Source: an optimization exercise on an open RTL-to-GDS flow (aim: a short achievable clock period and few clock cycles). Production flows keep margins and buffers that such runs may drop. Only simulation tests tie the RTL to the original design; equivalence was not proved. Power is estimated from default activity; no workload was simulated.

==> flow/design.v, too long to show whole: its modules and the start of the top module <==
// module mini_alu_core: 745 lines
module mini_alu_core #(
    parameter int DATA_W  = 16,
    parameter int ADDR_W  = 8,
    parameter int DEPTH   = 254,
    parameter int IP_W    = 16,
    parameter int LED_W   = 8,
    localparam int INSTR_W = 4 + 3 * ADDR_W
) (
    input  logic               Clock,
    input  logic               Reset,
    input  logic               iRun,
    output logic [IP_W-1:0]    oIP,
    input  logic [INSTR_W-1:0] iInstruction,
    output logic [LED_W-1:0]   oLed,
    output logic               oBusy
);
  // ...
==> flow/flow/run.sh <==
#!/bin/bash
set -euo pipefail
bash standard.sh SETUP_SLACK_MARGIN=6.5 finish > standard_flow.log 2>&1
==> flow/standard.sh <==
#!/bin/bash
# synth_recipe.tcl (not shown) runs the flow's synth.tcl, then flattens the netlist and writes it again
# the make line also repeats each setting of config.mk as NAME=value (left out here)
make -C /OpenROAD-flow-scripts/flow DESIGN_CONFIG=/design/flow/config.mk WORK_HOME=/design/flow/orfs CLKGATE_MAP_FILE= SYNTH_SCRIPT=/design/flow/synth_recipe.tcl "${@:-finish}"
==> flow/config.mk <==
export PLATFORM = sky130hd
export DESIGN_NAME = mini_alu_core
export DESIGN_NICKNAME = mini_alu_core
export VERILOG_FILES = /design/flow/design.v
export SDC_FILE = /design/flow/constraint.sdc
export NUM_CORES = 4
export LEC_CHECK = 0
export CAP_MARGIN = 30
export CORE_MARGIN = 2
export CORE_UTILIZATION = 55
export CTS_CLUSTER_DIAMETER = 60
export CTS_CLUSTER_SIZE = 20
export SLEW_MARGIN = 40
export TNS_END_PERCENT = 100
==> flow/constraint.sdc <==
create_clock -name core_clock -period 10.0 [get_ports {Clock}]
set_input_delay 2.0000 -clock core_clock [delete_from_list [all_inputs] [get_ports {Clock}]]
set_output_delay 2.0000 -clock core_clock [all_outputs]
set_load 0.01 [all_outputs]
==> key figures, run 1 <==
CTS
  • Root Driver: clkbuf_16
  • Clk sink count: roughly 4400
  • Num CTS Buffers: 376
  • Post-CTS Resized: approximately 950
  • Clk buf depth: 4

Logic synthesis
  • Sequential element share of the synthesized area: about 62%
  • Post-Synth Adder-Cell Area: about 1.6%
  • Post-synth top cells: edfxtp_1 (4297), mux4_2 (2358), nor2_1 (574), nand2_1 (521), clkbuf_1 (388)
  • Post-synth EDFFs: 4297

Global routing
  • Pin count of the biggest net entering global routing: slightly below 200
  • Grt met1 use: approximately 56%
  • Met2 Use GR: a little under 60%

Power
  • Logic power comb: ~11 mW
  • Clock share of power: 32.2%
  • Sw Ratio: between 30% and 40%
  • Pwr dens: approximately 200 nW/µm²
  • Clock group total power: approximately 16 mW

Timing
  • Fin Hold WS: between 0.4 and 0.5 ns

Floorplanning
  • Core Area: about 380000 µm²
  • Tapcells: a little over 5000

Worst setup path
  • Worst R2R Path Depth: 11
  • Worst Path Class, Setup: reg -> reg

Layout
  • Register area: about 130000 µm²
  • Final instance area: around 250000 µm²

Place
  • Post-DP Area: 222000 µm²

Outcome
  • Outcome: complete, no violations
Testbench counts, summed over its fixed seeds: cycles 27,199.
==> run 2, diff against run 1 <==
--- a/flow/design.v
+++ b/flow/design.v
@@ -30,31 +30,31 @@
     function automatic logic readsS0(input logic [3:0] op);
         readsS0 = (op == OP_ADD) || (op == OP_SUB) || (op == OP_SMUL) || (op == OP_BLE);
     endfunction
     logic [IP_W-1:0]       pc_q;
     logic                  irV_q;
     logic [INSTR_W-1:0]    ir_q;
     logic [IP_W-1:0]       irPcp1_q;
     logic                  irPred_q;
-    logic [DATA_W-1:0]     irImm_q;
+    logic [1:0]            irS1n_q, irS0n_q;     
+    logic [3:0]            irQA_q, irQB_q;       
     logic                  kill_q;       
     logic                  eWen_q, eSub_q, eLed_q, eBle_q, eMul_q, ePred_q;
     logic                  eLedPL_q, eLedPH_q, eLedRL_q, eLedRH_q;
     logic [ADDR_W-1:0]     eDst_q;
     logic [IP_W-1:0]       eRedir_q;
     logic [DATA_W-1:0]     eOpA_q, eOpB_q;
     logic                  eFwdA_q, eFwdB_q;
     logic                  wWen_q, wMul_q;
     logic [ADDR_W-1:0]     wDst_q;
     logic [DATA_W-1:0]     wRes_q;
     logic [MUL_BITS-1:0]   mul_q;
     logic [DATA_W-1:0]     rl_q, rh_q;
     logic [LED_W-1:0]      led_q;
-    logic                  busy_q;       
     logic [DATA_W-1:0]     regs_q [DEPTH];
     logic [3:0]            fOp;
     logic [ADDR_W-1:0]     fDst;
     logic                  fPred;
     logic [IP_W-1:0]       pcp1;
     assign fOp  = iInstruction[27:24];
     assign fDst = iInstruction[23:16];
     assign pcp1 = pc_q + 1'b1;
@@ -76,17 +76,17 @@
     assign rSto = irV_q && (rOp == OP_STO);
     assign rLed = irV_q && (rOp == OP_LED);
     assign rWen = irV_q && ((rOp == OP_ADD) || (rOp == OP_SUB) || (rOp == OP_STO)) &&
                   (rDst < ADDR_W'(DEPTH));
     assign rMulA  = rRdA && (rS1[ADDR_W-1:1] == ADDR_RL[ADDR_W-1:1]);
     assign rMulB  = rRdB && (rS0[ADDR_W-1:1] == ADDR_RL[ADDR_W-1:1]);
     assign rStall = ((eMulV || wMul_q) && (rMulA || rMulB) && !rLed) ||
                     ((rOp == OP_SMUL) && eWenV && ((rRdA && (eDst_q == rS1)) || (rRdB && (eDst_q == rS0))));
-    logic [DATA_W-1:0]     treeA, treeB, altA, altB;
+    logic [DATA_W-1:0]     treeA0, treeA1, treeA2, treeA3, treeB0, treeB1, treeB2, treeB3, altA, altB;
     logic                  useTreeA, useTreeB, fwdWA, fwdWB;
     wire [15:0] ta_q0_00 = rS1[1] ? (rS1[0] ? regs_q[3] : regs_q[2]) : (rS1[0] ? regs_q[1] : regs_q[0]);
     wire [15:0] ta_q0_01 = rS1[1] ? (rS1[0] ? regs_q[7] : regs_q[6]) : (rS1[0] ? regs_q[5] : regs_q[4]);
     wire [15:0] ta_q0_02 = rS1[1] ? (rS1[0] ? regs_q[11] : regs_q[10]) : (rS1[0] ? regs_q[9] : regs_q[8]);
     wire [15:0] ta_q0_03 = rS1[1] ? (rS1[0] ? regs_q[15] : regs_q[14]) : (rS1[0] ? regs_q[13] : regs_q[12]);
     wire [15:0] ta_q0_0 = rS1[3] ? (rS1[2] ? ta_q0_03 : ta_q0_02) : (rS1[2] ? ta_q0_01 : ta_q0_00);
     wire [15:0] ta_q0_10 = rS1[1] ? (rS1[0] ? regs_q[19] : regs_q[18]) : (rS1[0] ? regs_q[17] : regs_q[16]);
     wire [15:0] ta_q0_11 = rS1[1] ? (rS1[0] ? regs_q[23] : regs_q[22]) : (rS1[0] ? regs_q[21] : regs_q[20]);
@@ -99,16 +99,17 @@
     wire [15:0] ta_q0_23 = rS1[1] ? (rS1[0] ? regs_q[47] : regs_q[46]) : (rS1[0] ? regs_q[45] : regs_q[44]);
     wire [15:0] ta_q0_2 = rS1[3] ? (rS1[2] ? ta_q0_23 : ta_q0_22) : (rS1[2] ? ta_q0_21 : ta_q0_20);
     wire [15:0] ta_q0_30 = rS1[1] ? (rS1[0] ? regs_q[51] : regs_q[50]) : (rS1[0] ? regs_q[49] : regs_q[48]);
     wire [15:0] ta_q0_31 = rS1[1] ? (rS1[0] ? regs_q[55] : regs_q[54]) : (rS1[0] ? regs_q[53] : regs_q[52]);
     wire [15:0] ta_q0_32 = rS1[1] ? (rS1[0] ? regs_q[59] : regs_q[58]) : (rS1[0] ? regs_q[57] : regs_q[56]);
     wire [15:0] ta_q0_33 = rS1[1] ? (rS1[0] ? regs_q[63] : regs_q[62]) : (rS1[0] ? regs_q[61] : regs_q[60]);
     wire [15:0] ta_q0_3 = rS1[3] ? (rS1[2] ? ta_q0_33 : ta_q0_32) : (rS1[2] ? ta_q0_31 : ta_q0_30);
     wire [15:0] ta_q0_ = rS1[5] ? (rS1[4] ? ta_q0_3 : ta_q0_2) : (rS1[4] ? ta_q0_1 : ta_q0_0);
+    assign treeA0 = ta_q0_;
     wire [15:0] ta_q1_00 = rS1[3] ? (rS1[2] ? regs_q[76] : regs_q[72]) : (rS1[2] ? regs_q[68] : regs_q[64]);
     wire [15:0] ta_q1_01 = rS1[3] ? (rS1[2] ? regs_q[92] : regs_q[88]) : (rS1[2] ? regs_q[84] : regs_q[80]);
     wire [15:0] ta_q1_02 = rS1[3] ? (rS1[2] ? regs_q[108] : regs_q[104]) : (rS1[2] ? regs_q[100] : regs_q[96]);
     wire [15:0] ta_q1_03 = rS1[3] ? (rS1[2] ? regs_q[124] : regs_q[120]) : (rS1[2] ? regs_q[116] : regs_q[112]);
     wire [15:0] ta_q1_0 = rS1[5] ? (rS1[4] ? ta_q1_03 : ta_q1_02) : (rS1[4] ? ta_q1_01 : ta_q1_00);
     wire [15:0] ta_q1_10 = rS1[3] ? (rS1[2] ? regs_q[77] : regs_q[73]) : (rS1[2] ? regs_q[69] : regs_q[65]);
     wire [15:0] ta_q1_11 = rS1[3] ? (rS1[2] ? regs_q[93] : regs_q[89]) : (rS1[2] ? regs_q[85] : regs_q[81]);
     wire [15:0] ta_q1_12 = rS1[3] ? (rS1[2] ? regs_q[109] : regs_q[105]) : (rS1[2] ? regs_q[101] : regs_q[97]);
@@ -120,16 +121,17 @@
     wire [15:0] ta_q1_23 = rS1[3] ? (rS1[2] ? regs_q[126] : regs_q[122]) : (rS1[2] ? regs_q[118] : regs_q[114]);
     wire [15:0] ta_q1_2 = rS1[5] ? (rS1[4] ? ta_q1_23 : ta_q1_22) : (rS1[4] ? ta_q1_21 : ta_q1_20);
     wire [15:0] ta_q1_30 = rS1[3] ? (rS1[2] ? regs_q[79] : regs_q[75]) : (rS1[2] ? regs_q[71] : regs_q[67]);
     wire [15:0] ta_q1_31 = rS1[3] ? (rS1[2] ? regs_q[95] : regs_q[91]) : (rS1[2] ? regs_q[87] : regs_q[83]);
     wire [15:0] ta_q1_32 = rS1[3] ? (rS1[2] ? regs_q[111] : regs_q[107]) : (rS1[2] ? regs_q[103] : regs_q[99]);
     wire [15:0] ta_q1_33 = rS1[3] ? (rS1[2] ? regs_q[127] : regs_q[123]) : (rS1[2] ? regs_q[119] : regs_q[115]);
     wire [15:0] ta_q1_3 = rS1[5] ? (rS1[4] ? ta_q1_33 : ta_q1_32) : (rS1[4] ? ta_q1_31 : ta_q1_30);
     wire [15:0] ta_q1_ = rS1[1] ? (rS1[0] ? ta_q1_3 : ta_q1_2) : (rS1[0] ? ta_q1_1 : ta_q1_0);
+    assign treeA1 = ta_q1_;
     wire [15:0] ta_q2_00 = rS1[5] ? (rS1[4] ? regs_q[176] : regs_q[160]) : (rS1[4] ? regs_q[144] : regs_q[128]);
     wire [15:0] ta_q2_01 = rS1[5] ? (rS1[4] ? regs_q[177] : regs_q[161]) : (rS1[4] ? regs_q[145] : regs_q[129]);
     wire [15:0] ta_q2_02 = rS1[5] ? (rS1[4] ? regs_q[178] : regs_q[162]) : (rS1[4] ? regs_q[146] : regs_q[130]);
     wire [15:0] ta_q2_03 = rS1[5] ? (rS1[4] ? regs_q[179] : regs_q[163]) : (rS1[4] ? regs_q[147] : regs_q[131]);
     wire [15:0] ta_q2_0 = rS1[1] ? (rS1[0] ? ta_q2_03 : ta_q2_02) : (rS1[0] ? ta_q2_01 : ta_q2_00);
     wire [15:0] ta_q2_10 = rS1[5] ? (rS1[4] ? regs_q[180] : regs_q[164]) : (rS1[4] ? regs_q[148] : regs_q[132]);
     wire [15:0] ta_q2_11 = rS1[5] ? (rS1[4] ? regs_q[181] : regs_q[165]) : (rS1[4] ? regs_q[149] : regs_q[133]);
     wire [15:0] ta_q2_12 = rS1[5] ? (rS1[4] ? regs_q[182] : regs_q[166]) : (rS1[4] ? regs_q[150] : regs_q[134]);
@@ -141,38 +143,39 @@
     wire [15:0] ta_q2_23 = rS1[5] ? (rS1[4] ? regs_q[187] : regs_q[171]) : (rS1[4] ? regs_q[155] : regs_q[139]);
     wire [15:0] ta_q2_2 = rS1[1] ? (rS1[0] ? ta_q2_23 : ta_q2_22) : (rS1[0] ? ta_q2_21 : ta_q2_20);
     wire [15:0] ta_q2_30 = rS1[5] ? (rS1[4] ? regs_q[188] : regs_q[172]) : (rS1[4] ? regs_q[156] : regs_q[140]);
     wire [15:0] ta_q2_31 = rS1[5] ? (rS1[4] ? regs_q[189] : regs_q[173]) : (rS1[4] ? regs_q[157] : regs_q[141]);
     wire [15:0] ta_q2_32 = rS1[5] ? (rS1[4] ? regs_q[190] : regs_q[174]) : (rS1[4] ? regs_q[158] : regs_q[142]);
     wire [15:0] ta_q2_33 = rS1[5] ? (rS1[4] ? regs_q[191] : regs_q[175]) : (rS1[4] ? regs_q[159] : regs_q[143]);
     wire [15:0] ta_q2_3 = rS1[1] ? (rS1[0] ? ta_q2_33 : ta_q2_32) : (rS1[0] ? ta_q2_31 : ta_q2_30);
     wire [15:0] ta_q2_ = rS1[3] ? (rS1[2] ? ta_q2_3 : ta_q2_2) : (rS1[2] ? ta_q2_1 : ta_q2_0);
-    wire [15:0] ta_q3_00 = rS1[1] ? (rS1[0] ? regs_q[195] : regs_q[194]) : (rS1[0] ? regs_q[193] : regs_q[192]);
-    wire [15:0] ta_q3_01 = rS1[1] ? (rS1[0] ? regs_q[211] : regs_q[210]) : (rS1[0] ? regs_q[209] : regs_q[208]);
-    wire [15:0] ta_q3_02 = rS1[1] ? (rS1[0] ? regs_q[227] : regs_q[226]) : (rS1[0] ? regs_q[225] : regs_q[224]);
-    wire [15:0] ta_q3_03 = rS1[1] ? (rS1[0] ? regs_q[243] : regs_q[242]) : (rS1[0] ? regs_q[241] : regs_q[240]);
+    assign treeA2 = ta_q2_;
+    wire [15:0] ta_q3_00 = irS1n_q[1] ? (irS1n_q[0] ? regs_q[192] : regs_q[193]) : (irS1n_q[0] ? regs_q[194] : regs_q[195]);
+    wire [15:0] ta_q3_01 = irS1n_q[1] ? (irS1n_q[0] ? regs_q[208] : regs_q[209]) : (irS1n_q[0] ? regs_q[210] : regs_q[211]);
+    wire [15:0] ta_q3_02 = irS1n_q[1] ? (irS1n_q[0] ? regs_q[224] : regs_q[225]) : (irS1n_q[0] ? regs_q[226] : regs_q[227]);
+    wire [15:0] ta_q3_03 = irS1n_q[1] ? (irS1n_q[0] ? regs_q[240] : regs_q[241]) : (irS1n_q[0] ? regs_q[242] : regs_q[243]);
     wire [15:0] ta_q3_0 = rS1[5] ? (rS1[4] ? ta_q3_03 : ta_q3_02) : (rS1[4] ? ta_q3_01 : ta_q3_00);
-    wire [15:0] ta_q3_10 = rS1[1] ? (rS1[0] ? regs_q[199] : regs_q[198]) : (rS1[0] ? regs_q[197] : regs_q[196]);
-    wire [15:0] ta_q3_11 = rS1[1] ? (rS1[0] ? regs_q[215] : regs_q[214]) : (rS1[0] ? regs_q[213] : regs_q[212]);
-    wire [15:0] ta_q3_12 = rS1[1] ? (rS1[0] ? regs_q[231] : regs_q[230]) : (rS1[0] ? regs_q[229] : regs_q[228]);
-    wire [15:0] ta_q3_13 = rS1[1] ? (rS1[0] ? regs_q[247] : regs_q[246]) : (rS1[0] ? regs_q[245] : regs_q[244]);
+    wire [15:0] ta_q3_10 = irS1n_q[1] ? (irS1n_q[0] ? regs_q[196] : regs_q[197]) : (irS1n_q[0] ? regs_q[198] : regs_q[199]);
+    wire [15:0] ta_q3_11 = irS1n_q[1] ? (irS1n_q[0] ? regs_q[212] : regs_q[213]) : (irS1n_q[0] ? regs_q[214] : regs_q[215]);
+    wire [15:0] ta_q3_12 = irS1n_q[1] ? (irS1n_q[0] ? regs_q[228] : regs_q[229]) : (irS1n_q[0] ? regs_q[230] : regs_q[231]);
+    wire [15:0] ta_q3_13 = irS1n_q[1] ? (irS1n_q[0] ? regs_q[244] : regs_q[245]) : (irS1n_q[0] ? regs_q[246] : regs_q[247]);
     wire [15:0] ta_q3_1 = rS1[5] ? (rS1[4] ? ta_q3_13 : ta_q3_12) : (rS1[4] ? ta_q3_11 : ta_q3_10);
-    wire [15:0] ta_q3_20 = rS1[1] ? (rS1[0] ? regs_q[203] : regs_q[202]) : (rS1[0] ? regs_q[201] : regs_q[200]);
-    wire [15:0] ta_q3_21 = rS1[1] ? (rS1[0] ? regs_q[219] : regs_q[218]) : (rS1[0] ? regs_q[217] : regs_q[216]);
-    wire [15:0] ta_q3_22 = rS1[1] ? (rS1[0] ? regs_q[235] : regs_q[234]) : (rS1[0] ? regs_q[233] : regs_q[232]);
-    wire [15:0] ta_q3_23 = rS1[1] ? (rS1[0] ? regs_q[251] : regs_q[250]) : (rS1[0] ? regs_q[249] : regs_q[248]);
+    wire [15:0] ta_q3_20 = irS1n_q[1] ? (irS1n_q[0] ? regs_q[200] : regs_q[201]) : (irS1n_q[0] ? regs_q[202] : regs_q[203]);
+    wire [15:0] ta_q3_21 = irS1n_q[1] ? (irS1n_q[0] ? regs_q[216] : regs_q[217]) : (irS1n_q[0] ? regs_q[218] : regs_q[219]);
+    wire [15:0] ta_q3_22 = irS1n_q[1] ? (irS1n_q[0] ? regs_q[232] : regs_q[233]) : (irS1n_q[0] ? regs_q[234] : regs_q[235]);
+    wire [15:0] ta_q3_23 = irS1n_q[1] ? (irS1n_q[0] ? regs_q[248] : regs_q[249]) : (irS1n_q[0] ? regs_q[250] : regs_q[251]);
     wire [15:0] ta_q3_2 = rS1[5] ? (rS1[4] ? ta_q3_23 : ta_q3_22) : (rS1[4] ? ta_q3_21 : ta_q3_20);
-    wire [15:0] ta_q3_30 = rS1[1] ? (rS1[0] ? regs_q[207] : regs_q[206]) : (rS1[0] ? regs_q[205] : regs_q[204]);
-    wire [15:0] ta_q3_31 = rS1[1] ? (rS1[0] ? regs_q[223] : regs_q[222]) : (rS1[0] ? regs_q[221] : regs_q[220]);
-    wire [15:0] ta_q3_32 = rS1[1] ? (rS1[0] ? regs_q[239] : regs_q[238]) : (rS1[0] ? regs_q[237] : regs_q[236]);
-    wire [15:0] ta_q3_33 = rS1[1] ? (rS1[0] ? 16'h0000 : 16'h0000) : (rS1[0] ? regs_q[253] : regs_q[252]);
+    wire [15:0] ta_q3_30 = irS1n_q[1] ? (irS1n_q[0] ? regs_q[204] : regs_q[205]) : (irS1n_q[0] ? regs_q[206] : regs_q[207]);
+    wire [15:0] ta_q3_31 = irS1n_q[1] ? (irS1n_q[0] ? regs_q[220] : regs_q[221]) : (irS1n_q[0] ? regs_q[222] : regs_q[223]);
+    wire [15:0] ta_q3_32 = irS1n_q[1] ? (irS1n_q[0] ? regs_q[236] : regs_q[237]) : (irS1n_q[0] ? regs_q[238] : regs_q[239]);
+    wire [15:0] ta_q3_33 = irS1n_q[1] ? (irS1n_q[0] ? regs_q[252] : regs_q[253]) : (irS1n_q[0] ? 16'h0000 : 16'h0000);
     wire [15:0] ta_q3_3 = rS1[5] ? (rS1[4] ? ta_q3_33 : ta_q3_32) : (rS1[4] ? ta_q3_31 : ta_q3_30);
     wire [15:0] ta_q3_ = rS1[3] ? (rS1[2] ? ta_q3_3 : ta_q3_2) : (rS1[2] ? ta_q3_1 : ta_q3_0);
-    assign treeA = rS1[7] ? (rS1[6] ? ta_q3_ : ta_q2_) : (rS1[6] ? ta_q1_ : ta_q0_);
+    assign treeA3 = ta_q3_;
     wire [15:0] tb_q0_00 = rS0[1] ? (rS0[0] ? regs_q[3] : regs_q[2]) : (rS0[0] ? regs_q[1] : regs_q[0]);
     wire [15:0] tb_q0_01 = rS0[1] ? (rS0[0] ? regs_q[7] : regs_q[6]) : (rS0[0] ? regs_q[5] : regs_q[4]);
     wire [15:0] tb_q0_02 = rS0[1] ? (rS0[0] ? regs_q[11] : regs_q[10]) : (rS0[0] ? regs_q[9] : regs_q[8]);
     wire [15:0] tb_q0_03 = rS0[1] ? (rS0[0] ? regs_q[15] : regs_q[14]) : (rS0[0] ? regs_q[13] : regs_q[12]);
     wire [15:0] tb_q0_0 = rS0[3] ? (rS0[2] ? tb_q0_03 : tb_q0_02) : (rS0[2] ? tb_q0_01 : tb_q0_00);
     wire [15:0] tb_q0_10 = rS0[1] ? (rS0[0] ? regs_q[19] : regs_q[18]) : (rS0[0] ? regs_q[17] : regs_q[16]);
     wire [15:0] tb_q0_11 = rS0[1] ? (rS0[0] ? regs_q[23] : regs_q[22]) : (rS0[0] ? regs_q[21] : regs_q[20]);
     wire [15:0] tb_q0_12 = rS0[1] ? (rS0[0] ? regs_q[27] : regs_q[26]) : (rS0[0] ? regs_q[25] : regs_q[24]);
@@ -184,16 +187,17 @@
     wire [15:0] tb_q0_23 = rS0[1] ? (rS0[0] ? regs_q[47] : regs_q[46]) : (rS0[0] ? regs_q[45] : regs_q[44]);
     wire [15:0] tb_q0_2 = rS0[3] ? (rS0[2] ? tb_q0_23 : tb_q0_22) : (rS0[2] ? tb_q0_21 : tb_q0_20);
     wire [15:0] tb_q0_30 = rS0[1] ? (rS0[0] ? regs_q[51] : regs_q[50]) : (rS0[0] ? regs_q[49] : regs_q[48]);
     wire [15:0] tb_q0_31 = rS0[1] ? (rS0[0] ? regs_q[55] : regs_q[54]) : (rS0[0] ? regs_q[53] : regs_q[52]);
     wire [15:0] tb_q0_32 = rS0[1] ? (rS0[0] ? regs_q[59] : regs_q[58]) : (rS0[0] ? regs_q[57] : regs_q[56]);
     wire [15:0] tb_q0_33 = rS0[1] ? (rS0[0] ? regs_q[63] : regs_q[62]) : (rS0[0] ? regs_q[61] : regs_q[60]);
     wire [15:0] tb_q0_3 = rS0[3] ? (rS0[2] ? tb_q0_33 : tb_q0_32) : (rS0[2] ? tb_q0_31 : tb_q0_30);
     wire [15:0] tb_q0_ = rS0[5] ? (rS0[4] ? tb_q0_3 : tb_q0_2) : (rS0[4] ? tb_q0_1 : tb_q0_0);
+    assign treeB0 = tb_q0_;
     wire [15:0] tb_q1_00 = rS0[3] ? (rS0[2] ? regs_q[76] : regs_q[72]) : (rS0[2] ? regs_q[68] : regs_q[64]);
     wire [15:0] tb_q1_01 = rS0[3] ? (rS0[2] ? regs_q[92] : regs_q[88]) : (rS0[2] ? regs_q[84] : regs_q[80]);
     wire [15:0] tb_q1_02 = rS0[3] ? (rS0[2] ? regs_q[108] : regs_q[104]) : (rS0[2] ? regs_q[100] : regs_q[96]);
     wire [15:0] tb_q1_03 = rS0[3] ? (rS0[2] ? regs_q[124] : regs_q[120]) : (rS0[2] ? regs_q[116] : regs_q[112]);
     wire [15:0] tb_q1_0 = rS0[5] ? (rS0[4] ? tb_q1_03 : tb_q1_02) : (rS0[4] ? tb_q1_01 : tb_q1_00);
     wire [15:0] tb_q1_10 = rS0[3] ? (rS0[2] ? regs_q[77] : regs_q[73]) : (rS0[2] ? regs_q[69] : regs_q[65]);
     wire [15:0] tb_q1_11 = rS0[3] ? (rS0[2] ? regs_q[93] : regs_q[89]) : (rS0[2] ? regs_q[85] : regs_q[81]);
     wire [15:0] tb_q1_12 = rS0[3] ? (rS0[2] ? regs_q[109] : regs_q[105]) : (rS0[2] ? regs_q[101] : regs_q[97]);
@@ -205,16 +209,17 @@
     wire [15:0] tb_q1_23 = rS0[3] ? (rS0[2] ? regs_q[126] : regs_q[122]) : (rS0[2] ? regs_q[118] : regs_q[114]);
     wire [15:0] tb_q1_2 = rS0[5] ? (rS0[4] ? tb_q1_23 : tb_q1_22) : (rS0[4] ? tb_q1_21 : tb_q1_20);
     wire [15:0] tb_q1_30 = rS0[3] ? (rS0[2] ? regs_q[79] : regs_q[75]) : (rS0[2] ? regs_q[71] : regs_q[67]);
     wire [15:0] tb_q1_31 = rS0[3] ? (rS0[2] ? regs_q[95] : regs_q[91]) : (rS0[2] ? regs_q[87] : regs_q[83]);
     wire [15:0] tb_q1_32 = rS0[3] ? (rS0[2] ? regs_q[111] : regs_q[107]) : (rS0[2] ? regs_q[103] : regs_q[99]);
     wire [15:0] tb_q1_33 = rS0[3] ? (rS0[2] ? regs_q[127] : regs_q[123]) : (rS0[2] ? regs_q[119] : regs_q[115]);
     wire [15:0] tb_q1_3 = rS0[5] ? (rS0[4] ? tb_q1_33 : tb_q1_32) : (rS0[4] ? tb_q1_31 : tb_q1_30);
     wire [15:0] tb_q1_ = rS0[1] ? (rS0[0] ? tb_q1_3 : tb_q1_2) : (rS0[0] ? tb_q1_1 : tb_q1_0);
+    assign treeB1 = tb_q1_;
     wire [15:0] tb_q2_00 = rS0[5] ? (rS0[4] ? regs_q[176] : regs_q[160]) : (rS0[4] ? regs_q[144] : regs_q[128]);
     wire [15:0] tb_q2_01 = rS0[5] ? (rS0[4] ? regs_q[177] : regs_q[161]) : (rS0[4] ? regs_q[145] : regs_q[129]);
     wire [15:0] tb_q2_02 = rS0[5] ? (rS0[4] ? regs_q[178] : regs_q[162]) : (rS0[4] ? regs_q[146] : regs_q[130]);
     wire [15:0] tb_q2_03 = rS0[5] ? (rS0[4] ? regs_q[179] : regs_q[163]) : (rS0[4] ? regs_q[147] : regs_q[131]);
     wire [15:0] tb_q2_0 = rS0[1] ? (rS0[0] ? tb_q2_03 : tb_q2_02) : (rS0[0] ? tb_q2_01 : tb_q2_00);
     wire [15:0] tb_q2_10 = rS0[5] ? (rS0[4] ? regs_q[180] : regs_q[164]) : (rS0[4] ? regs_q[148] : regs_q[132]);
     wire [15:0] tb_q2_11 = rS0[5] ? (rS0[4] ? regs_q[181] : regs_q[165]) : (rS0[4] ? regs_q[149] : regs_q[133]);
     wire [15:0] tb_q2_12 = rS0[5] ? (rS0[4] ? regs_q[182] : regs_q[166]) : (rS0[4] ? regs_q[150] : regs_q[134]);
@@ -226,48 +231,55 @@
     wire [15:0] tb_q2_23 = rS0[5] ? (rS0[4] ? regs_q[187] : regs_q[171]) : (rS0[4] ? regs_q[155] : regs_q[139]);
     wire [15:0] tb_q2_2 = rS0[1] ? (rS0[0] ? tb_q2_23 : tb_q2_22) : (rS0[0] ? tb_q2_21 : tb_q2_20);
     wire [15:0] tb_q2_30 = rS0[5] ? (rS0[4] ? regs_q[188] : regs_q[172]) : (rS0[4] ? regs_q[156] : regs_q[140]);
     wire [15:0] tb_q2_31 = rS0[5] ? (rS0[4] ? regs_q[189] : regs_q[173]) : (rS0[4] ? regs_q[157] : regs_q[141]);
     wire [15:0] tb_q2_32 = rS0[5] ? (rS0[4] ? regs_q[190] : regs_q[174]) : (rS0[4] ? regs_q[158] : regs_q[142]);
     wire [15:0] tb_q2_33 = rS0[5] ? (rS0[4] ? regs_q[191] : regs_q[175]) : (rS0[4] ? regs_q[159] : regs_q[143]);
     wire [15:0] tb_q2_3 = rS0[1] ? (rS0[0] ? tb_q2_33 : tb_q2_32) : (rS0[0] ? tb_q2_31 : tb_q2_30);
     wire [15:0] tb_q2_ = rS0[3] ? (rS0[2] ? tb_q2_3 : tb_q2_2) : (rS0[2] ? tb_q2_1 : tb_q2_0);
-    wire [15:0] tb_q3_00 = rS0[1] ? (rS0[0] ? regs_q[195] : regs_q[194]) : (rS0[0] ? regs_q[193] : regs_q[192]);
-    wire [15:0] tb_q3_01 = rS0[1] ? (rS0[0] ? regs_q[211] : regs_q[210]) : (rS0[0] ? regs_q[209] : regs_q[208]);
-    wire [15:0] tb_q3_02 = rS0[1] ? (rS0[0] ? regs_q[227] : regs_q[226]) : (rS0[0] ? regs_q[225] : regs_q[224]);
-    wire [15:0] tb_q3_03 = rS0[1] ? (rS0[0] ? regs_q[243] : regs_q[242]) : (rS0[0] ? regs_q[241] : regs_q[240]);
+    assign treeB2 = tb_q2_;
+    wire [15:0] tb_q3_00 = irS0n_q[1] ? (irS0n_q[0] ? regs_q[192] : regs_q[193]) : (irS0n_q[0] ? regs_q[194] : regs_q[195]);
+    wire [15:0] tb_q3_01 = irS0n_q[1] ? (irS0n_q[0] ? regs_q[208] : regs_q[209]) : (irS0n_q[0] ? regs_q[210] : regs_q[211]);
+    wire [15:0] tb_q3_02 = irS0n_q[1] ? (irS0n_q[0] ? regs_q[224] : regs_q[225]) : (irS0n_q[0] ? regs_q[226] : regs_q[227]);
+    wire [15:0] tb_q3_03 = irS0n_q[1] ? (irS0n_q[0] ? regs_q[240] : regs_q[241]) : (irS0n_q[0] ? regs_q[242] : regs_q[243]);
     wire [15:0] tb_q3_0 = rS0[5] ? (rS0[4] ? tb_q3_03 : tb_q3_02) : (rS0[4] ? tb_q3_01 : tb_q3_00);
-    wire [15:0] tb_q3_10 = rS0[1] ? (rS0[0] ? regs_q[199] : regs_q[198]) : (rS0[0] ? regs_q[197] : regs_q[196]);
-    wire [15:0] tb_q3_11 = rS0[1] ? (rS0[0] ? regs_q[215] : regs_q[214]) : (rS0[0] ? regs_q[213] : regs_q[212]);
-    wire [15:0] tb_q3_12 = rS0[1] ? (rS0[0] ? regs_q[231] : regs_q[230]) : (rS0[0] ? regs_q[229] : regs_q[228]);
-    wire [15:0] tb_q3_13 = rS0[1] ? (rS0[0] ? regs_q[247] : regs_q[246]) : (rS0[0] ? regs_q[245] : regs_q[244]);
+    wire [15:0] tb_q3_10 = irS0n_q[1] ? (irS0n_q[0] ? regs_q[196] : regs_q[197]) : (irS0n_q[0] ? regs_q[198] : regs_q[199]);
+    wire [15:0] tb_q3_11 = irS0n_q[1] ? (irS0n_q[0] ? regs_q[212] : regs_q[213]) : (irS0n_q[0] ? regs_q[214] : regs_q[215]);
+    wire [15:0] tb_q3_12 = irS0n_q[1] ? (irS0n_q[0] ? regs_q[228] : regs_q[229]) : (irS0n_q[0] ? regs_q[230] : regs_q[231]);
+    wire [15:0] tb_q3_13 = irS0n_q[1] ? (irS0n_q[0] ? regs_q[244] : regs_q[245]) : (irS0n_q[0] ? regs_q[246] : regs_q[247]);
     wire [15:0] tb_q3_1 = rS0[5] ? (rS0[4] ? tb_q3_13 : tb_q3_12) : (rS0[4] ? tb_q3_11 : tb_q3_10);
-    wire [15:0] tb_q3_20 = rS0[1] ? (rS0[0] ? regs_q[203] : regs_q[202]) : (rS0[0] ? regs_q[201] : regs_q[200]);
-    wire [15:0] tb_q3_21 = rS0[1] ? (rS0[0] ? regs_q[219] : regs_q[218]) : (rS0[0] ? regs_q[217] : regs_q[216]);
-    wire [15:0] tb_q3_22 = rS0[1] ? (rS0[0] ? regs_q[235] : regs_q[234]) : (rS0[0] ? regs_q[233] : regs_q[232]);
-    wire [15:0] tb_q3_23 = rS0[1] ? (rS0[0] ? regs_q[251] : regs_q[250]) : (rS0[0] ? regs_q[249] : regs_q[248]);
+    wire [15:0] tb_q3_20 = irS0n_q[1] ? (irS0n_q[0] ? regs_q[200] : regs_q[201]) : (irS0n_q[0] ? regs_q[202] : regs_q[203]);
+    wire [15:0] tb_q3_21 = irS0n_q[1] ? (irS0n_q[0] ? regs_q[216] : regs_q[217]) : (irS0n_q[0] ? regs_q[218] : regs_q[219]);
+    wire [15:0] tb_q3_22 = irS0n_q[1] ? (irS0n_q[0] ? regs_q[232] : regs_q[233]) : (irS0n_q[0] ? regs_q[234] : regs_q[235]);
+    wire [15:0] tb_q3_23 = irS0n_q[1] ? (irS0n_q[0] ? regs_q[248] : regs_q[249]) : (irS0n_q[0] ? regs_q[250] : regs_q[251]);
     wire [15:0] tb_q3_2 = rS0[5] ? (rS0[4] ? tb_q3_23 : tb_q3_22) : (rS0[4] ? tb_q3_21 : tb_q3_20);
-    wire [15:0] tb_q3_30 = rS0[1] ? (rS0[0] ? regs_q[207] : regs_q[206]) : (rS0[0] ? regs_q[205] : regs_q[204]);
-    wire [15:0] tb_q3_31 = rS0[1] ? (rS0[0] ? regs_q[223] : regs_q[222]) : (rS0[0] ? regs_q[221] : regs_q[220]);
-    wire [15:0] tb_q3_32 = rS0[1] ? (rS0[0] ? regs_q[239] : regs_q[238]) : (rS0[0] ? regs_q[237] : regs_q[236]);
-    wire [15:0] tb_q3_33 = rS0[1] ? (rS0[0] ? 16'h0000 : 16'h0000) : (rS0[0] ? regs_q[253] : regs_q[252]);
+    wire [15:0] tb_q3_30 = irS0n_q[1] ? (irS0n_q[0] ? regs_q[204] : regs_q[205]) : (irS0n_q[0] ? regs_q[206] : regs_q[207]);
+    wire [15:0] tb_q3_31 = irS0n_q[1] ? (irS0n_q[0] ? regs_q[220] : regs_q[221]) : (irS0n_q[0] ? regs_q[222] : regs_q[223]);
+    wire [15:0] tb_q3_32 = irS0n_q[1] ? (irS0n_q[0] ? regs_q[236] : regs_q[237]) : (irS0n_q[0] ? regs_q[238] : regs_q[239]);
+    wire [15:0] tb_q3_33 = irS0n_q[1] ? (irS0n_q[0] ? regs_q[252] : regs_q[253]) : (irS0n_q[0] ? 16'h0000 : 16'h0000);
     wire [15:0] tb_q3_3 = rS0[5] ? (rS0[4] ? tb_q3_33 : tb_q3_32) : (rS0[4] ? tb_q3_31 : tb_q3_30);
     wire [15:0] tb_q3_ = rS0[3] ? (rS0[2] ? tb_q3_3 : tb_q3_2) : (rS0[2] ? tb_q3_1 : tb_q3_0);
-    assign treeB = rS0[7] ? (rS0[6] ? tb_q3_ : tb_q2_) : (rS0[6] ? tb_q1_ : tb_q0_);
-    assign fwdWA = rRdA && wWen_q && (wDst_q == rS1);
-    assign fwdWB = rRdB && wWen_q && (wDst_q == rS0);
-    assign useTreeA = !fwdWA;
-    assign useTreeB = !fwdWB;
-    assign altA = ({DATA_W{rSto}} & irImm_q) | ({DATA_W{fwdWA}} & wRes_q) |
-                  ({DATA_W{rRdA && (rS1 == ADDR_RL)}} & rl_q) | ({DATA_W{rRdA && (rS1 == ADDR_RH)}} & rh_q);
-    assign altB = ({DATA_W{fwdWB}} & wRes_q) |
-                  ({DATA_W{rRdB && (rS0 == ADDR_RL)}} & rl_q) | ({DATA_W{rRdB && (rS0 == ADDR_RH)}} & rh_q);
-    assign rdA = ({DATA_W{useTreeA}} & treeA) | altA;
-    assign rdB = ({DATA_W{useTreeB}} & treeB) | altB;
+    assign treeB3 = tb_q3_;
+    assign fwdWA = wWen_q && (wDst_q == rS1);
+    assign fwdWB = wWen_q && (wDst_q == rS0);
+    assign useTreeA = !rSto && !fwdWA && (rS1 < ADDR_W'(DEPTH));
+    assign useTreeB = rRdB && !fwdWB && (rS0 < ADDR_W'(DEPTH));
+    assign altA = rSto ? ir_q[15:0] :
+                  fwdWA ? wRes_q :
+                  (rS1 == ADDR_RL) ? rl_q :
+                  (rS1 == ADDR_RH) ? rh_q : '0;
+    assign altB = !rRdB ? '0 :
+                  fwdWB ? wRes_q :
+                  (rS0 == ADDR_RL) ? rl_q :
+                  (rS0 == ADDR_RH) ? rh_q : '0;
+    assign rdA = ({DATA_W{useTreeA && irQA_q[0]}} & treeA0) | ({DATA_W{useTreeA && irQA_q[1]}} & treeA1) |
+                 ({DATA_W{useTreeA && irQA_q[2]}} & treeA2) | ({DATA_W{useTreeA && irQA_q[3]}} & treeA3) | altA;
+    assign rdB = ({DATA_W{useTreeB && irQB_q[0]}} & treeB0) | ({DATA_W{useTreeB && irQB_q[1]}} & treeB1) |
+                 ({DATA_W{useTreeB && irQB_q[2]}} & treeB2) | ({DATA_W{useTreeB && irQB_q[3]}} & treeB3) | altB;
     logic [DATA_W-1:0]     ma, mb, eRes;
     logic                  eLe, eMiss;
     logic [MUL_BITS-1:0]   mul_d;
     assign ma    = eFwdA_q ? wRes_q : eOpA_q;
     assign mb    = eFwdB_q ? wRes_q : eOpB_q;
     assign eRes  = eSub_q ? (ma - mb) : (ma + mb);
     assign eLe   = $signed(ma) <= $signed(mb);
     assign eMiss = eBle_q && !kill_q && (eLe != ePred_q);
@@ -666,17 +678,16 @@
             irV_q   <= 1'b0;
             kill_q  <= 1'b0;
             eWen_q  <= 1'b0;
             eLed_q  <= 1'b0;
             eBle_q  <= 1'b0;
             eMul_q  <= 1'b0;
             wWen_q  <= 1'b0;
             wMul_q  <= 1'b0;
-            busy_q  <= 1'b0;
             led_q   <= '0;
             rl_q    <= '0;
             rh_q    <= '0;
         end else begin
             if (iRun) begin
                 if (eMiss) begin
                     pc_q  <= eRedir_q;
                     irV_q <= 1'b0;
@@ -691,38 +702,40 @@
                     eBle_q <= 1'b0;
                     eMul_q <= 1'b0;
                 end else begin
                     eWen_q <= rWen;
                     eLed_q <= rLed;
                     eBle_q <= irV_q && (rOp == OP_BLE);
                     eMul_q <= irV_q && (rOp == OP_SMUL);
                 end
-                busy_q <= !rStall && !eMiss && irV_q && (rOp == OP_SMUL);
                 wWen_q <= eWenV;
                 wMul_q <= eMulV;
                 if (eLed_q && !kill_q) begin
                     led_q <= eLedPL_q ? mul_prod[LED_W-1:0] :
                              eLedPH_q ? mul_prod[DATA_W +: LED_W] :
                              eLedRL_q ? rl_q[LED_W-1:0] :
                              eLedRH_q ? rh_q[LED_W-1:0] : ma[LED_W-1:0];
                 end
             end
             if (wMul_q) {rh_q, rl_q} <= mul_prod;
         end
     end
     always_ff @(posedge Clock) begin
         if (iRun) begin
             if (!rStall) begin
-                ir_q     <= {iInstruction[27:16],
-                             readsS1(fOp) ? iInstruction[15:8] : 8'hFF,
-                             readsS0(fOp) ? iInstruction[7:0]  : 8'hFF};
-                irImm_q  <= iInstruction[15:0];
+                ir_q     <= iInstruction;
                 irPcp1_q <= pcp1;
                 irPred_q <= fPred;
+                irS1n_q  <= ~iInstruction[9:8];
+                irS0n_q  <= ~iInstruction[1:0];
+                for (int g = 0; g < 4; g++) begin
+                    irQA_q[g] <= iInstruction[15:14] == 2'(g);
+                    irQB_q[g] <= iInstruction[7:6] == 2'(g);
+                end
             end
             eSub_q   <= rOp == OP_SUB;
             ePred_q  <= irPred_q;
             eDst_q   <= rDst;
             eRedir_q <= irPred_q ? irPcp1_q : IP_W'(rDst);
             eOpA_q   <= rdA;
             eOpB_q   <= rdB;
             eFwdA_q  <= rRdA && eWenV && (eDst_q == rS1);
@@ -736,10 +749,10 @@
             mul_q    <= mul_d;
         end
     end
     always_ff @(posedge Clock) begin
         if (wWen_q) regs_q[wDst_q] <= wRes_q;
     end
     assign oIP   = pc_q;
     assign oLed  = led_q;
-    assign oBusy = busy_q;
+    assign oBusy = wMul_q;
 endmodule
==> key figures, run 2 <==
Logic synthesis
  • Main synth FF type: edfxtp_1
  • Post-synth EDFFs: 4293 (-0.093%)
  • Post-synth cell types: 80
  • Syn avg cell area: 18.3 µm²
  • Post-synth top cells: edfxtp_1 (4293), mux4_2 (2064), mux2i_1 (720), nor2_1 (631), clkbuf_1 (431)
  • Synth Register Bits: around 4400
  • Top post-synthesis cells by area: edfxtp_1 (61%), mux4_2 (22%), mux2i_1 (3.4%)
  • Yosys Warn Count: 1
  • Sequential element share of the synthesized area: 61.9% (+0.20 points)
  • Mapped Area: between 200000 and 250000 µm²
  • Area leader, netlist: edfxtp_1
  • Area share of the largest cell type after synthesis: between 60% and 70%
  • Post-Syn Nets: about 12000
  • Post-synth ARST share: under 10%
  • Cells after Synth: 11500
  • Most common cell in the netlist: edfxtp_1

Timing
  • Setup Skew: ~0.072 ns
  • Setup_tns: 0 ns
  • Crit path time final: between 4 and 5 ns
  • RSZ-0062 raised after global routing: true
  • Setup ws final: between 5 and 6 ns
  • Final hold viol count: 0
  • Final Setup Violations: 0
  • Max_slew headroom: ~30%
  • Worst Max-Slew Pin Slew: between 1 and 1.5 ns
  • Fmax: 236 MHz
  • Final period util: 42.4%
  • Fin. max-slew vios: 0

Layout
  • Largest Register: regs_q
  • Most common cell after layout, fill and taps aside: edfxtp_1
  • Multi-input logic area: approximately 79000 µm²
  • Most frequent cells in the layout: edfxtp_1 (4293), mux4_2 (2064), mux2i_1 (680)
  • Final std cells w/o fill: roughly 18000
  • Top flop regs: regs_q: 4064 flops, mul_q: 78 flops, ir_q: 28 flops
  • Share of cells above drive strength 1: 37.2%
  • Register area: 131000 µm² (-0.11%)
  • Core Util, Final: ~65%
  • Number of flip-flops in the largest register: 4064
  • Area added between synthesis and finish: 17.5%
  • Final instance area: 248000 µm² (-1.0%)
  • Fin nets: about 12000
  • # fillers: ~26000

Worst setup path
  • Largest stage delay, worst path: approximately 0.60 ns
  • CP top delay family: multiplexers
  • R2R Setup Slk: ~5.8 ns
  • Cell chain of the critical path: buf_12 -> buf_16 -> buf_16 -> mux4_2 -> mux4_2 -> mux2_4 -> o211ai_1 -> buf_4 -> nand4_1
  • Startpoint types: flop
  • Worst reg2reg path endpoint: eOpA_q[2]
  • Slowest CP cell: nand4_1
  • Total stage count of the critical path: 9
  • Worst R2R Path Depth: 9 (-2)
  • Crit end category: flop
  • Worst Path Class, Setup: reg -> reg
  • Max FO, Critical Path: 7
  • WP data required: roughly 11 ns
  • Worst EP arrival: roughly 4.7 ns
  • CP bufs+invs: 4
  • RR Startpoint: ir_q[12]

Place
  • Placed insts: between 15000 and 20000
  • Quantity of I/O buffers inserted on ports: 55
  • Placer Congestion: 0.911
  • Place WS: between 4 and 5 ns
  • Post-DP Area: 220000 µm² (-1.1%)
  • Dpl hpwl: about 440000 µm

CTS
  • CTS tree: built
  • Num CTS Buffers: 377 (+0.27%)
  • Root Driver: clkbuf_16
  • Worst skew pair latency: between 1 and 1.5 ns
  • Clock-pin slew on the worst setup and hold paths: 0.07 ns
  • Clk sink count: 4357 (-0.11%)
  • Clk buf depth: 4 (unchanged)
  • Hold_buf cts: 0
  • CTS HTree Levels: 5

Global routing
  • First-pass GRT wire length: approximately 1100000 µm
  • Global Route Usage Sum: between 40% and 50%
  • Vias in the first global route: around 130k
  • Pin count of the biggest net entering global routing: 192 (-0.52%)
  • Grt ovf: 0
  • Initial antenna violation count: between 50 and 60

Min path
  • Worst hold path stage count: 0
  • Worst Hold Endpoint: eDst_q[1]
  • Hold Path Origin: ir_q[17]
  • Min-Delay Path Class: reg -> reg

Power
  • Worst vdd ir: 491 µV
  • Pwr dens: 202 nW/µm² (+2.1%)
  • LEAKAGE: 81.1 nW

Route
  • DR iter-0 viols: ~24000
  • Drt total wl: ~800000 µm
  • Vias: 135000
  • Drt pass-1 iters: 9
  • Antenna viol nets, final: 0
  • Avg WL per Cell: between 40 and 50 µm
  • DR vias/cell: 7.68
  • Drt drc: 0

Floorplanning
  • Number of core rows: 227
  • I/O pin cnt: 56
  • Core Area: 382000 µm² (-0.22%)
  • Die H: 623 µm
  • Starting Density: between 50% and 60%
  • Die area: ~400000 µm²
  • DIE WIDTH: a little over 600 µm

Job
  • # Max-Cap Violations: 0

Outcome
  • Outcome: complete, no violations
## run 2: cell types whose count changed after synthesis, moves of 40 or more
cell,delta
a221oi_1,+195
a211oi_1,+50
o21ai_0,+114
buf_4,+41
buf_2,-43
o22ai_1,-54
clkbuf_1,+43
nand2_1,-223
mux2i_1,+451
maj3_1,-40
mux4_2,-294
nor2_1,+57
o211ai_1,+43
a22oi_1,+63
## run 2: timing repair
action	4_1_cts	5_1_grt
resized for setup	860	332
buffers inserted	220	169
cloned	158	48
endpoints found under the setup margin	455	138
pin swaps	58	129
## run 2: cell type report
cell class              instances  share of cell area (%)
diodes                         32                  0.0323
well taps                    5038                    2.54
inverters                     150                   0.281
repair inverters                2                 0.00707
multi-input cells            6083                    31.8
repair buffers               1210                    7.25
clock buffers                 413                    3.99
flip-flops and latches       4357                    52.7
clock inverters               283                    1.41
## run 2: report_power, final
part	internal [mW]	switching (mW)	leakage (nW)	total (mW)
clock	8.20	7.76	6.45	16.0
combinational	3.71	7.52	35.1	11.2
sequential	22.4	0.400	39.5	22.8
## run 2: per-stage QoR
stage	power (mW)	hold WS [ns]
after floorplan	28.6	0.422
final	50.0	0.502
after global routing	51.1	0.525
after detailed placement	32.4	0.474
after CTS	49.1	0.483
after global placement	32.1	0.459
## run 2: cell families (layout without fill, tap and decap cells)
logic type / after synthesis / in the layout / synth area share [%]
flops: 4357 / 4357 / 61.9
compound gates: 1594 / 1594 / 5.09
simple gates: 1318 / 1326 / 2.75
buf+inv: 1117 / 2058 / 2.51
mux: 2861 / 2861 / 25.9
other cells: 0 / 32 / 0
xor+xnor: 117 / 117 / 0.486
fa+ha+maj: 185 / 185 / 1.39
## run 2: worst max-delay path by stage
stage                   start         end
finish               ir_q[12]   eOpA_q[2]
global route         ir_q[12]  eOpA_q[13]
CTS                  ir_q[12]   eOpA_q[0]
detailed placement    ir_q[8]   eOpA_q[5]
global placement      ir_q[2]   eOpB_q[2]
floorplan           wRes_q[9]    pc_q[10]
## run 2: layer usage
layer	routed length [µm]	global-route usage, %
met5	175	0
met3	116000	12.2
met1	280000	55.3
met2	350000	58.4
met4	54100	21.7
Testbench counts of run 2, summed over its fixed seeds: cycles 27,199.

## static timing again, ports no longer ideal
The results above use ideal ports. As a check the final layouts listed here were re-extracted and re-timed, cells and wires unchanged. Step 1 (the two cells are an assumption about what drives the block):
set clk [get_ports {Clock}]
set_driving_cell -lib_cell sky130_fd_sc_hd__clkbuf_16 $clk
set_driving_cell -lib_cell sky130_fd_sc_hd__buf_2 [delete_from_list [all_inputs] $clk]
Step 2 moves the port delays by t, midway between the first and last clock arrival at a register: inputs arrive t later, outputs are due t later. That takes back most of the time a late clock gives input paths. Slacks: ideal / step 1 / step 2; pairs: ideal / step 1.
run	t (ns)	setup WS [ns]	hold WS [ns]
run 1	1.127	5.857 / 5.857 / 5.375	0.464 / 0.464 / 0.464
run 2	1.124	5.763 / 5.763 / 5.556	0.502 / 0.502 / 0.502
After both steps setup and hold are still met in every run listed. The setup slack of run 1, which loses most, moves by 0.000 ns with the drivers and by -0.482 ns with both steps.
